From an optimization exercise on the open Yosys and OpenROAD flow, aimed at small area, a short achievable clock period and few clock cycles per item; shortcuts taken in it are not production practice.
The RTL was checked by simulation tests, not by an equivalence proof against the original design.
Power and IR drop assume default switching activity.

==> module dcache, before the edit <==
module dcache #(
  parameter int LINES = 16,
  parameter int WORDS = 4,
  parameter int EK    = 4    
) (
  input  logic        clk,
  input  logic        reset,
  input  logic        read,
  input  logic        write,
  input  logic [31:0] address,
  input  logic [31:0] data_in,
  output logic [31:0] data_out,
  output logic        hit,
  output logic        done,
  output logic        busy,
  output logic        mem_req,
  output logic        mem_we,
  output logic [31:0] mem_addr,
  output logic [31:0] mem_wdata,
  input  logic [31:0] mem_rdata,
  input  logic        mem_ack
);
  localparam int IDX = $clog2(LINES);
  localparam int TW  = 28 - IDX;
  localparam int HW  = WORDS / 2;    
  logic        st_look;     
  logic        st_look2;    
  logic        st_refill;   
  logic        st_wmem;     
  logic        st_wdly;     
  logic        ph;        
  logic [31:2] ma;        
  logic [1:0]  roff;      
  logic        wfirst;    
  logic        pend;      
  logic [1:0]  pw;        
  logic [LINES-1:0]       valid;
  logic [EK-1:0]          tlow   [LINES];
  logic [TW-1:EK]         tslot0 [LINES/2];
  logic [TW-1:EK]         tslot1 [LINES/2];
  logic [HW-1:0][31:0]    slot0 [LINES];
  logic [HW-1:0][31:0]    slot1 [LINES];
  logic [IDX-1:0] ridx;
  logic [TW-1:0]  rtag;
  logic           lhit, last, unused_lsb;
  assign ridx = ma[3+IDX:4];
  assign rtag = ma[31:4+IDX];
  logic [LINES-1:0]       lsel;
  logic [LINES/2-1:0][1:0] tsl;   
  logic [HW-1:0][LINES-1:0] rsel;  
  logic                   late;   
  logic [TW-1:0]          tsel;
  logic [31:0]            rword;
  logic [HW-1:0][31:0]    rline;
  logic                   vsel;
  always_comb begin
    tsel = '0;
    rword = '0;
    vsel = 1'b0;
    rline = '0;
    for (int p = 0; p < LINES/2; p++)
      tsel[TW-1:EK] = tsel[TW-1:EK] | ({(TW-EK){tsl[p][0]}} & tslot0[p])
                                    | ({(TW-EK){tsl[p][1]}} & tslot1[p]);
    for (int i = 0; i < LINES; i++) begin
      tsel[EK-1:0] = tsel[EK-1:0] | ({EK{lsel[i]}} & tlow[i]);
      vsel = vsel | (lsel[i] & valid[i]);
      for (int h = 0; h < HW; h++)
        rline[h] = rline[h] | ({32{rsel[h][i]}} & slot0[i][h]);
    end
    for (int h = 0; h < HW; h++)
      rword = rword | rline[h];
  end
  assign lhit = vsel && (tsel == rtag);
  logic [IDX-1:0] aidx;
  logic           emiss;
  assign aidx  = address[3+IDX:4];
  assign emiss = !valid[aidx] || (tlow[aidx] != address[4+IDX+EK-1:4+IDX]);
  assign last = (ma[3:2] == roff);
  assign mem_addr = {ma, 2'b00};
  assign unused_lsb = ^address[1:0];
  logic          dnow;     
  logic [HW-1:0] ldir, lstg, ld;
  logic [HW-1:0][31:0] wbus;
  always_comb begin
    dnow = st_refill && mem_ack && (ma[3] != ph);
    for (int h = 0; h < HW; h++) begin
      ldir[h] = dnow && (ma[2] == h[0]);
      lstg[h] = pend && (pw[1] != ph) && (pw[0] == h[0]);
      ld[h]   = ldir[h] || lstg[h];
      wbus[h] = lstg[h] ? mem_wdata : mem_rdata;
    end
  end
  always_ff @(posedge clk or posedge reset) begin
    if (reset) begin
      st_look   <= 1'b0;
      st_look2  <= 1'b0;
      st_refill <= 1'b0;
      st_wmem   <= 1'b0;
      st_wdly   <= 1'b0;
      ph        <= 1'b0;
      busy      <= 1'b0;
      done      <= 1'b0;
      hit       <= 1'b0;
      mem_req   <= 1'b0;
      pend      <= 1'b0;
      valid     <= '0;
    end else begin
      ph <= !ph;
      if (!busy) begin
        hit       <= 1'b0;
        done      <= 1'b0;
        pend      <= 1'b0;
        busy      <= write | read;
        st_wmem   <= write;
        st_refill <= !write && read && emiss;
        st_look   <= !write && read && !emiss;
        mem_req   <= write | (read && emiss);
      end else begin
        st_look   <= 1'b0;
        st_look2  <= st_look && lhit && late;
        st_wdly   <= st_wmem && mem_ack && wfirst && lhit && (ma[3] != ph);
        st_refill <= (st_look && !lhit) || (st_refill && !(mem_ack && last));
        st_wmem   <= st_wmem && !mem_ack;
        mem_req   <= (st_look && !lhit) || (st_refill && !(mem_ack && last))
                  || (st_wmem && !mem_ack);
        if (st_look || st_wmem) hit <= lhit;
        pend <= (st_refill && mem_ack && (ma[3] == ph)) || (st_wmem && lhit) || st_wdly;
        done <= (st_look && lhit && !late) || st_look2 || (st_refill && mem_ack && last)
             || (st_wmem && mem_ack && !(wfirst && lhit && (ma[3] != ph))) || st_wdly;
        busy <= !((st_look && lhit && !late) || st_look2 || (st_refill && mem_ack && last)
               || (st_wmem && mem_ack && !(wfirst && lhit && (ma[3] != ph))) || st_wdly);
        if (st_refill) valid[ridx] <= 1'b1;
      end
    end
  end
  always_ff @(posedge clk) begin
    wfirst <= !busy;
    if (st_refill || st_wmem) pw <= ma[3:2];
    data_out <= (st_look || st_look2) ? rword : mem_rdata;
    for (int p = 0; p < LINES/2; p++) tsl[p] <= {tsl[p][0], tsl[p][1]};
    if (!busy) begin
        lsel      <= LINES'(1) << address[3+IDX:4];
        tsl       <= LINES'(1) << {address[3+IDX:5], address[4] ^ !ph};
        for (int h = 0; h < HW; h++)
          rsel[h] <= (address[2] == h[0]) ? LINES'(1) << address[3+IDX:4] : '0;
        late      <= address[3] ^ !ph;
        ma        <= {address[31:4], write ? address[3:2] : address[3:2] + 2'd1};
        roff      <= address[3:2];
        mem_we    <= write;
        mem_wdata <= data_in;
    end else if (st_refill) begin
        mem_wdata <= mem_rdata;
        if (mem_ack) ma[3:2] <= ma[3:2] + 2'd1;
    end
  end
  always_ff @(posedge clk) begin
    for (int i = 0; i < LINES; i++)
      for (int h = 0; h < HW; h++) begin
        slot1[i][h] <= slot0[i][h];
        slot0[i][h] <= (lsel[i] && ld[h]) ? wbus[h] : slot1[i][h];
      end
    if (st_refill) tlow[ridx] <= rtag[EK-1:0];
    for (int p = 0; p < LINES/2; p++) begin
      tslot1[p] <= tslot0[p];
      tslot0[p] <= (st_refill && ridx[IDX-1:1] == (IDX-1)'(p) && ridx[0] != ph)
                   ? rtag[TW-1:EK] : tslot1[p];
    end
  end
endmodule
Settings: LEC_CHECK=0, CAP_MARGIN=20, CORE_MARGIN=2, CORE_UTILIZATION=50, CTS_CLUSTER_DIAMETER=100, CTS_CLUSTER_SIZE=25, SETUP_SLACK_MARGIN=5, SLEW_MARGIN=20; clock period 8.5 ns.
run.sh (not shown) runs the stock make flow with config.mk's settings and CLKGATE_MAP_FILE= SYNTH_SCRIPT=/design/flow/synth_recipe.tcl, a recipe that flattens the netlist after the stock synthesis.
The first run produced a clean layout.
Testbench counts at the start, summed over its fixed seeds: cycles 153,843, items 24,000.
==> next run, changes <==
--- a/flow/design.v
+++ b/flow/design.v
@@ -30,12 +30,13 @@
   logic        st_wdly;     
   logic        ph;        
   logic [31:2] ma;        
   logic [1:0]  roff;      
   logic        wfirst;    
   logic        pend;      
+  logic        wsrc;      
   logic [1:0]  pw;        
   logic [LINES-1:0]       valid;
   logic [EK-1:0]          tlow   [LINES];
   logic [TW-1:EK]         tslot0 [LINES/2];
   logic [TW-1:EK]         tslot1 [LINES/2];
   logic [HW-1:0][31:0]    slot0 [LINES];
@@ -84,13 +85,13 @@
   always_comb begin
     dnow = st_refill && mem_ack && (ma[3] != ph);
     for (int h = 0; h < HW; h++) begin
       ldir[h] = dnow && (ma[2] == h[0]);
       lstg[h] = pend && (pw[1] != ph) && (pw[0] == h[0]);
       ld[h]   = ldir[h] || lstg[h];
-      wbus[h] = lstg[h] ? mem_wdata : mem_rdata;
+      wbus[h] = lstg[h] ? (wsrc ? mem_wdata : data_out) : mem_rdata;
     end
   end
   always_ff @(posedge clk or posedge reset) begin
     if (reset) begin
       st_look   <= 1'b0;
       st_look2  <= 1'b0;
@@ -132,12 +133,13 @@
         if (st_refill) valid[ridx] <= 1'b1;
       end
     end
   end
   always_ff @(posedge clk) begin
     wfirst <= !busy;
+    wsrc   <= st_wmem || st_wdly;
     if (st_refill || st_wmem) pw <= ma[3:2];
     data_out <= (st_look || st_look2) ? rword : mem_rdata;
     for (int p = 0; p < LINES/2; p++) tsl[p] <= {tsl[p][0], tsl[p][1]};
     if (!busy) begin
         lsel      <= LINES'(1) << address[3+IDX:4];
         tsl       <= LINES'(1) << {address[3+IDX:5], address[4] ^ !ph};
@@ -146,13 +148,12 @@
         late      <= address[3] ^ !ph;
         ma        <= {address[31:4], write ? address[3:2] : address[3:2] + 2'd1};
         roff      <= address[3:2];
         mem_we    <= write;
         mem_wdata <= data_in;
     end else if (st_refill) begin
-        mem_wdata <= mem_rdata;
         if (mem_ack) ma[3:2] <= ma[3:2] + 2'd1;
     end
   end
   always_ff @(posedge clk) begin
     for (int i = 0; i < LINES; i++)
       for (int h = 0; h < HW; h++) begin
Result: The new run produced a clean layout. Utilization fell by 0.29 points. Maximum frequency drops by 1.4%. Clock-buffer cell count went down by 4. Sequential share of layout area climbs by 0.30 points. Design area goes down by 0.41%. Synthesized cell count went up by 0.68%. Final cell count barely changes. Die area stays flat. Critical path depth drops by 1. Global-route usage stays flat.
Testbench counts after the change, summed over its fixed seeds: cycles 153,843, items 24,000.

========
Setup of v6:
Another version of the RTL of dcache (not shown whole).
Size in the first run: roughly 7600 cells after synthesis, ~2600 flip-flops, ~200 I/O pins, ~83000 µm² of cells after synthesis.
## dcache
module dcache #(
  parameter int LINES = 16,
  parameter int WORDS = 4,
  parameter int EK    = 4    
) (
  input  logic        clk,
  input  logic        reset,
  input  logic        read,
  input  logic        write,
  input  logic [31:0] address,
  input  logic [31:0] data_in,
  output logic [31:0] data_out,
  output logic        hit,
  output logic        done,
  output logic        busy,
  output logic        mem_req,
  output logic        mem_we,
  output logic [31:0] mem_addr,
  output logic [31:0] mem_wdata,
  input  logic [31:0] mem_rdata,
  input  logic        mem_ack
);
  localparam int IDX = $clog2(LINES);
  localparam int TW  = 28 - IDX;
  localparam int HW  = WORDS / 2;    
  typedef enum logic [2:0] {
    IDLE = 3'b000, LOOK = 3'b001, REFILL = 3'b011, WMEM = 3'b010, WDLY = 3'b110
  } state_t;
  state_t      state;
  logic        ph;        
  logic [31:2] ma;        
  logic [1:0]  roff;      
  logic        wfirst;    
  logic        pend;      
  logic [1:0]  pw;        
  logic [LINES-1:0]       valid;
  logic [TW-1:0]          tslot0 [LINES/2];
  logic [TW-1:0]          tslot1 [LINES/2];
  logic [HW-1:0][31:0]    slot0 [LINES];
  logic [HW-1:0][31:0]    slot1 [LINES];
  logic [IDX-1:0] ridx;
  logic [TW-1:0]  rtag;
  logic           lhit, last, unused_lsb;
  assign ridx = ma[3+IDX:4];
  assign rtag = ma[31:4+IDX];
  logic [LINES-1:0]       lsel;
  logic [LINES/2-1:0][1:0] tsl;   
  logic [HW-1:0][1:0]     ssel;
  logic [TW-1:0]          tsel;
  logic [31:0]            rword;
  logic [HW-1:0][1:0][31:0] rline;
  logic                   vsel;
  always_comb begin
    tsel = '0;
    rword = '0;
    vsel = 1'b0;
    rline = '0;
    for (int p = 0; p < LINES/2; p++)
      tsel = tsel | ({TW{tsl[p][0]}} & tslot0[p]) | ({TW{tsl[p][1]}} & tslot1[p]);
    for (int i = 0; i < LINES; i++) begin
      vsel = vsel | (lsel[i] & valid[i]);
      for (int h = 0; h < HW; h++) begin
        rline[h][0] = rline[h][0] | ({32{lsel[i]}} & slot0[i][h]);
  ...
==> module dcache, before the edit <==
module dcache #(
  parameter int LINES = 16,
  parameter int WORDS = 4,
  parameter int EK    = 4    
) (
  input  logic        clk,
  input  logic        reset,
  input  logic        read,
  input  logic        write,
  input  logic [31:0] address,
  input  logic [31:0] data_in,
  output logic [31:0] data_out,
  output logic        hit,
  output logic        done,
  output logic        busy,
  output logic        mem_req,
  output logic        mem_we,
  output logic [31:0] mem_addr,
  output logic [31:0] mem_wdata,
  input  logic [31:0] mem_rdata,
  input  logic        mem_ack
);
  localparam int IDX = $clog2(LINES);
  localparam int TW  = 28 - IDX;
  localparam int HW  = WORDS / 2;    
  typedef enum logic [2:0] {
    IDLE = 3'b000, LOOK = 3'b001, REFILL = 3'b011, WMEM = 3'b010, WDLY = 3'b110
  } state_t;
  state_t      state;
  logic        ph;        
  logic [31:2] ma;        
  logic [1:0]  roff;      
  logic        wfirst;    
  logic        pend;      
  logic [1:0]  pw;        
  logic [LINES-1:0]       valid;
  logic [TW-1:0]          tslot0 [LINES/2];
  logic [TW-1:0]          tslot1 [LINES/2];
  logic [HW-1:0][31:0]    slot0 [LINES];
  logic [HW-1:0][31:0]    slot1 [LINES];
  logic [IDX-1:0] ridx;
  logic [TW-1:0]  rtag;
  logic           lhit, last, unused_lsb;
  assign ridx = ma[3+IDX:4];
  assign rtag = ma[31:4+IDX];
  logic [LINES-1:0]       lsel;
  logic [LINES/2-1:0][1:0] tsl;   
  logic [HW-1:0][1:0]     ssel;
  logic [TW-1:0]          tsel;
  logic [31:0]            rword;
  logic [HW-1:0][1:0][31:0] rline;
  logic                   vsel;
  always_comb begin
    tsel = '0;
    rword = '0;
    vsel = 1'b0;
    rline = '0;
    for (int p = 0; p < LINES/2; p++)
      tsel = tsel | ({TW{tsl[p][0]}} & tslot0[p]) | ({TW{tsl[p][1]}} & tslot1[p]);
    for (int i = 0; i < LINES; i++) begin
      vsel = vsel | (lsel[i] & valid[i]);
      for (int h = 0; h < HW; h++) begin
        rline[h][0] = rline[h][0] | ({32{lsel[i]}} & slot0[i][h]);
        rline[h][1] = rline[h][1] | ({32{lsel[i]}} & slot1[i][h]);
      end
    end
    for (int h = 0; h < HW; h++)
      for (int s = 0; s < 2; s++)
        rword = rword | ({32{ssel[h][s]}} & rline[h][s]);
  end
  assign lhit = vsel && (tsel == rtag);
  logic [IDX-1:0] aidx;
  logic [TW-1:0]  atag;
  logic           emiss;
  assign aidx  = address[3+IDX:4];
  assign atag  = (aidx[0] ^ ph) ? tslot1[aidx[IDX-1:1]] : tslot0[aidx[IDX-1:1]];
  assign emiss = !valid[aidx] || (atag[EK-1:0] != address[4+IDX+EK-1:4+IDX]);
  assign last = (ma[3:2] == roff);
  assign mem_addr = {ma, 2'b00};
  assign unused_lsb = ^address[1:0];
  logic          dnow;     
  logic [HW-1:0] ldir, lstg, ld;
  logic [HW-1:0][31:0] wbus;
  always_comb begin
    dnow = (state == REFILL) && mem_ack && (ma[2] != ph);
    for (int h = 0; h < HW; h++) begin
      ldir[h] = dnow && (ma[3] == h[0]);
      lstg[h] = pend && (pw[0] != ph) && (pw[1] == h[0]);
      ld[h]   = ldir[h] || lstg[h];
      wbus[h] = lstg[h] ? mem_wdata : mem_rdata;
    end
  end
  always_ff @(posedge clk or posedge reset) begin
    if (reset) begin
      state   <= IDLE;
      ph      <= 1'b0;
      busy    <= 1'b0;
      done    <= 1'b0;
      hit     <= 1'b0;
      mem_req <= 1'b0;
      pend    <= 1'b0;
      valid   <= '0;
    end else begin
      ph   <= !ph;
      done <= 1'b0;
      pend <= 1'b0;
      case (state)
        IDLE: begin
          hit  <= 1'b0;
          busy <= write | read;
          if (write) begin
            state   <= WMEM;
            mem_req <= 1'b1;
          end else if (read) begin
            if (emiss) begin
              state   <= REFILL;
              mem_req <= 1'b1;
            end else begin
              state <= LOOK;
            end
          end
        end
        LOOK: begin
          hit <= lhit;
          if (lhit) begin
            done  <= 1'b1;
            busy  <= 1'b0;
            state <= IDLE;
          end else begin
            mem_req <= 1'b1;
            state   <= REFILL;
          end
        end
        REFILL: begin
          valid[ridx] <= 1'b1;
          pend <= mem_ack && (ma[2] == ph);
          if (mem_ack && last) begin
            busy    <= 1'b0;
            mem_req <= 1'b0;
            done    <= 1'b1;
            state   <= IDLE;
          end
        end
        WMEM: begin
          hit  <= lhit;
          pend <= lhit;
          if (mem_ack) begin
            mem_req <= 1'b0;
            if (wfirst && lhit && (ma[2] != ph)) begin
              state <= WDLY;
            end else begin
              busy  <= 1'b0;
              done  <= 1'b1;
              state <= IDLE;
            end
          end
        end
        WDLY: begin
          pend  <= 1'b1;
          busy  <= 1'b0;
          done  <= 1'b1;
          state <= IDLE;
        end
        default: state <= IDLE;
      endcase
    end
  end
  always_ff @(posedge clk) begin
    wfirst <= (state == IDLE);
    if (state == REFILL || state == WMEM) pw <= ma[3:2];
    data_out <= (state == LOOK) ? rword : mem_rdata;
    for (int p = 0; p < LINES/2; p++) tsl[p] <= {tsl[p][0], tsl[p][1]};
    case (state)
      IDLE: begin
        lsel      <= LINES'(1) << address[3+IDX:4];
        tsl       <= LINES'(1) << {address[3+IDX:5], address[4] ^ !ph};
        ssel      <= (HW*2)'(1) << {address[3], address[2] ^ !ph};
        ma        <= {address[31:4], write ? address[3:2] : address[3:2] + 2'd1};
        roff      <= address[3:2];
        mem_we    <= write;
        mem_wdata <= data_in;
      end
      REFILL: begin
        mem_wdata <= mem_rdata;
        if (mem_ack) ma[3:2] <= ma[3:2] + 2'd1;
      end
      default: ;
    endcase
  end
  always_ff @(posedge clk) begin
    for (int i = 0; i < LINES; i++)
      for (int h = 0; h < HW; h++) begin
        slot1[i][h] <= slot0[i][h];
        slot0[i][h] <= (lsel[i] && ld[h]) ? wbus[h] : slot1[i][h];
      end
    for (int p = 0; p < LINES/2; p++) begin
      tslot1[p] <= tslot0[p];
      tslot0[p] <= (state == REFILL && ridx[IDX-1:1] == p && ridx[0] != ph) ? rtag : tslot1[p];
    end
  end
endmodule
Settings: LEC_CHECK=0, CAP_MARGIN=20, CORE_MARGIN=2, CORE_UTILIZATION=40, CTS_CLUSTER_DIAMETER=100, CTS_CLUSTER_SIZE=20, SLEW_MARGIN=20; clock period 8.5 ns.
standard.sh (not shown) runs the stock make flow with config.mk's settings and CLKGATE_MAP_FILE= SYNTH_SCRIPT=/design/flow/synth_recipe.tcl, a recipe that flattens the netlist after the stock synthesis.
==> flow/flow/run.sh <==
#!/bin/bash
# The standard layout (standard.sh, unchanged synthesis and steps) with two
# settings passed through the environment:
#  - port buffers made from buf_4 cells instead of the resizer's default pick
#    (a slow clkdlybuf4s50_1 that later repair cannot resize across footprints);
set -o pipefail
export BUFFER_PORTS_ARGS="-buffer_cell sky130_fd_sc_hd__buf_4"
export SETUP_SLACK_MARGIN=5.4
bash standard.sh > standard.log 2>&1
Looking at the reports, v6 completed the entire flow and the layout it produced met the timing, DRC and antenna checks.
Testbench counts of v6, summed over its fixed seeds: cycles 150,630, items 24,000.
Relative to v6, the following input files were edited for v7:
diff --git a/flow/design.v b/flow/design.v
--- a/flow/design.v
+++ b/flow/design.v
@@ -23,9 +23,10 @@
   localparam int IDX = $clog2(LINES);
   localparam int TW  = 28 - IDX;
   localparam int HW  = WORDS / 2;    
   typedef enum logic [2:0] {
-    IDLE = 3'b000, LOOK = 3'b001, REFILL = 3'b011, WMEM = 3'b010, WDLY = 3'b110
+    IDLE = 3'b000, LOOK = 3'b001, LOOK2 = 3'b101, REFILL = 3'b011, WMEM = 3'b010,
+    WDLY = 3'b110
   } state_t;
   state_t      state;
   logic        ph;        
   logic [31:2] ma;        
@@ -33,10 +34,11 @@
   logic        wfirst;    
   logic        pend;      
   logic [1:0]  pw;        
   logic [LINES-1:0]       valid;
-  logic [TW-1:0]          tslot0 [LINES/2];
-  logic [TW-1:0]          tslot1 [LINES/2];
+  logic [EK-1:0]          tlow   [LINES];
+  logic [TW-1:EK]         tslot0 [LINES/2];
+  logic [TW-1:EK]         tslot1 [LINES/2];
   logic [HW-1:0][31:0]    slot0 [LINES];
   logic [HW-1:0][31:0]    slot1 [LINES];
   logic [IDX-1:0] ridx;
   logic [TW-1:0]  rtag;
@@ -44,38 +46,36 @@
   assign ridx = ma[3+IDX:4];
   assign rtag = ma[31:4+IDX];
   logic [LINES-1:0]       lsel;
   logic [LINES/2-1:0][1:0] tsl;   
-  logic [HW-1:0][1:0]     ssel;
+  logic [HW-1:0]          hsel;
+  logic                   late;   
   logic [TW-1:0]          tsel;
   logic [31:0]            rword;
-  logic [HW-1:0][1:0][31:0] rline;
+  logic [HW-1:0][31:0]    rline;
   logic                   vsel;
   always_comb begin
     tsel = '0;
     rword = '0;
     vsel = 1'b0;
     rline = '0;
     for (int p = 0; p < LINES/2; p++)
-      tsel = tsel | ({TW{tsl[p][0]}} & tslot0[p]) | ({TW{tsl[p][1]}} & tslot1[p]);
+      tsel[TW-1:EK] = tsel[TW-1:EK] | ({(TW-EK){tsl[p][0]}} & tslot0[p])
+                                    | ({(TW-EK){tsl[p][1]}} & tslot1[p]);
     for (int i = 0; i < LINES; i++) begin
+      tsel[EK-1:0] = tsel[EK-1:0] | ({EK{lsel[i]}} & tlow[i]);
       vsel = vsel | (lsel[i] & valid[i]);
-      for (int h = 0; h < HW; h++) begin
-        rline[h][0] = rline[h][0] | ({32{lsel[i]}} & slot0[i][h]);
-        rline[h][1] = rline[h][1] | ({32{lsel[i]}} & slot1[i][h]);
-      end
+      for (int h = 0; h < HW; h++)
+        rline[h] = rline[h] | ({32{lsel[i]}} & slot0[i][h]);
     end
     for (int h = 0; h < HW; h++)
-      for (int s = 0; s < 2; s++)
-        rword = rword | ({32{ssel[h][s]}} & rline[h][s]);
+      rword = rword | ({32{hsel[h]}} & rline[h]);
   end
   assign lhit = vsel && (tsel == rtag);
   logic [IDX-1:0] aidx;
-  logic [TW-1:0]  atag;
   logic           emiss;
   assign aidx  = address[3+IDX:4];
-  assign atag  = (aidx[0] ^ ph) ? tslot1[aidx[IDX-1:1]] : tslot0[aidx[IDX-1:1]];
-  assign emiss = !valid[aidx] || (atag[EK-1:0] != address[4+IDX+EK-1:4+IDX]);
+  assign emiss = !valid[aidx] || (tlow[aidx] != address[4+IDX+EK-1:4+IDX]);
   assign last = (ma[3:2] == roff);
   assign mem_addr = {ma, 2'b00};
   assign unused_lsb = ^address[1:0];
   logic          dnow;     
@@ -122,11 +122,15 @@
         end
         LOOK: begin
           hit <= lhit;
           if (lhit) begin
-            done  <= 1'b1;
-            busy  <= 1'b0;
-            state <= IDLE;
+            if (late) begin
+              state <= LOOK2;
+            end else begin
+              done  <= 1'b1;
+              busy  <= 1'b0;
+              state <= IDLE;
+            end
           end else begin
             mem_req <= 1'b1;
             state   <= REFILL;
           end
@@ -154,8 +158,13 @@
               state <= IDLE;
             end
           end
         end
+        LOOK2: begin
+          done  <= 1'b1;
+          busy  <= 1'b0;
+          state <= IDLE;
+        end
         WDLY: begin
           pend  <= 1'b1;
           busy  <= 1'b0;
           done  <= 1'b1;
@@ -167,15 +176,16 @@
   end
   always_ff @(posedge clk) begin
     wfirst <= (state == IDLE);
     if (state == REFILL || state == WMEM) pw <= ma[3:2];
-    data_out <= (state == LOOK) ? rword : mem_rdata;
+    data_out <= (state == LOOK || state == LOOK2) ? rword : mem_rdata;
     for (int p = 0; p < LINES/2; p++) tsl[p] <= {tsl[p][0], tsl[p][1]};
     case (state)
       IDLE: begin
         lsel      <= LINES'(1) << address[3+IDX:4];
         tsl       <= LINES'(1) << {address[3+IDX:5], address[4] ^ !ph};
-        ssel      <= (HW*2)'(1) << {address[3], address[2] ^ !ph};
+        hsel      <= HW'(1) << address[3];
+        late      <= address[2] ^ !ph;
         ma        <= {address[31:4], write ? address[3:2] : address[3:2] + 2'd1};
         roff      <= address[3:2];
         mem_we    <= write;
         mem_wdata <= data_in;
@@ -192,10 +202,12 @@
       for (int h = 0; h < HW; h++) begin
         slot1[i][h] <= slot0[i][h];
         slot0[i][h] <= (lsel[i] && ld[h]) ? wbus[h] : slot1[i][h];
       end
+    if (state == REFILL) tlow[ridx] <= rtag[EK-1:0];
     for (int p = 0; p < LINES/2; p++) begin
       tslot1[p] <= tslot0[p];
-      tslot0[p] <= (state == REFILL && ridx[IDX-1:1] == p && ridx[0] != ph) ? rtag : tslot1[p];
+      tslot0[p] <= (state == REFILL && ridx[IDX-1:1] == (IDX-1)'(p) && ridx[0] != ph)
+                   ? rtag[TW-1:EK] : tslot1[p];
     end
   end
 endmodule
Findings:
v7 ended up with a higher shortest clock period the worst path allows after layout than v6 did.
v7 reports a lower total via count in the routed design than v6 does.
v7 has effective utilization at floorplan above what v6 had.
Power consumed by the clock network shrinks slightly when moving from v6 to v7.
Taking v6 as the reference point, the total power consumption of the routed design of v7 falls by 3.2 mW.
Testbench counts of v7, summed over its fixed seeds: cycles 154,456, items 24,000.

## what the ideal ports hide
How much do the figures lean on ideal ports? The routed layouts below were timed once more, with nothing changed but the port constraints. Step 1 assumes that a clkbuf_16 drives the clock port and a buf_2 every other input. Step 2 moves the port delays by t, midway between the first and last clock arrival at a register: inputs arrive t later, outputs are due t later. That takes back most of the time a late clock gives input paths. a / b / c = ideal ports / drivers / drivers and shift; a / b = the first two.
run | t (ns) | slack for setup (ns) | latest minus earliest clock arrival (ns) | worst register clock-pin slew, ns
the first run of note 1 | 0.852 | 5.021 / 4.985 / 4.147 | 0.036 / 0.036 | 0.11 / 0.11
the second run of note 1 | 0.839 | 4.971 / 4.991 / 4.183 | 0.036 / 0.036 | 0.10 / 0.10
v6 | 0.901 | 5.300 / 5.211 / 4.337 | 0.065 / 0.065 | 0.09 / 0.09
v7 | 0.897 | 5.269 / 5.185 / 4.331 | 0.062 / 0.062 | 0.09 / 0.09
After both steps every run listed still meets setup and hold. The setup slack of v6, which loses most, moves by -0.089 ns with the drivers and by -0.963 ns with both steps.
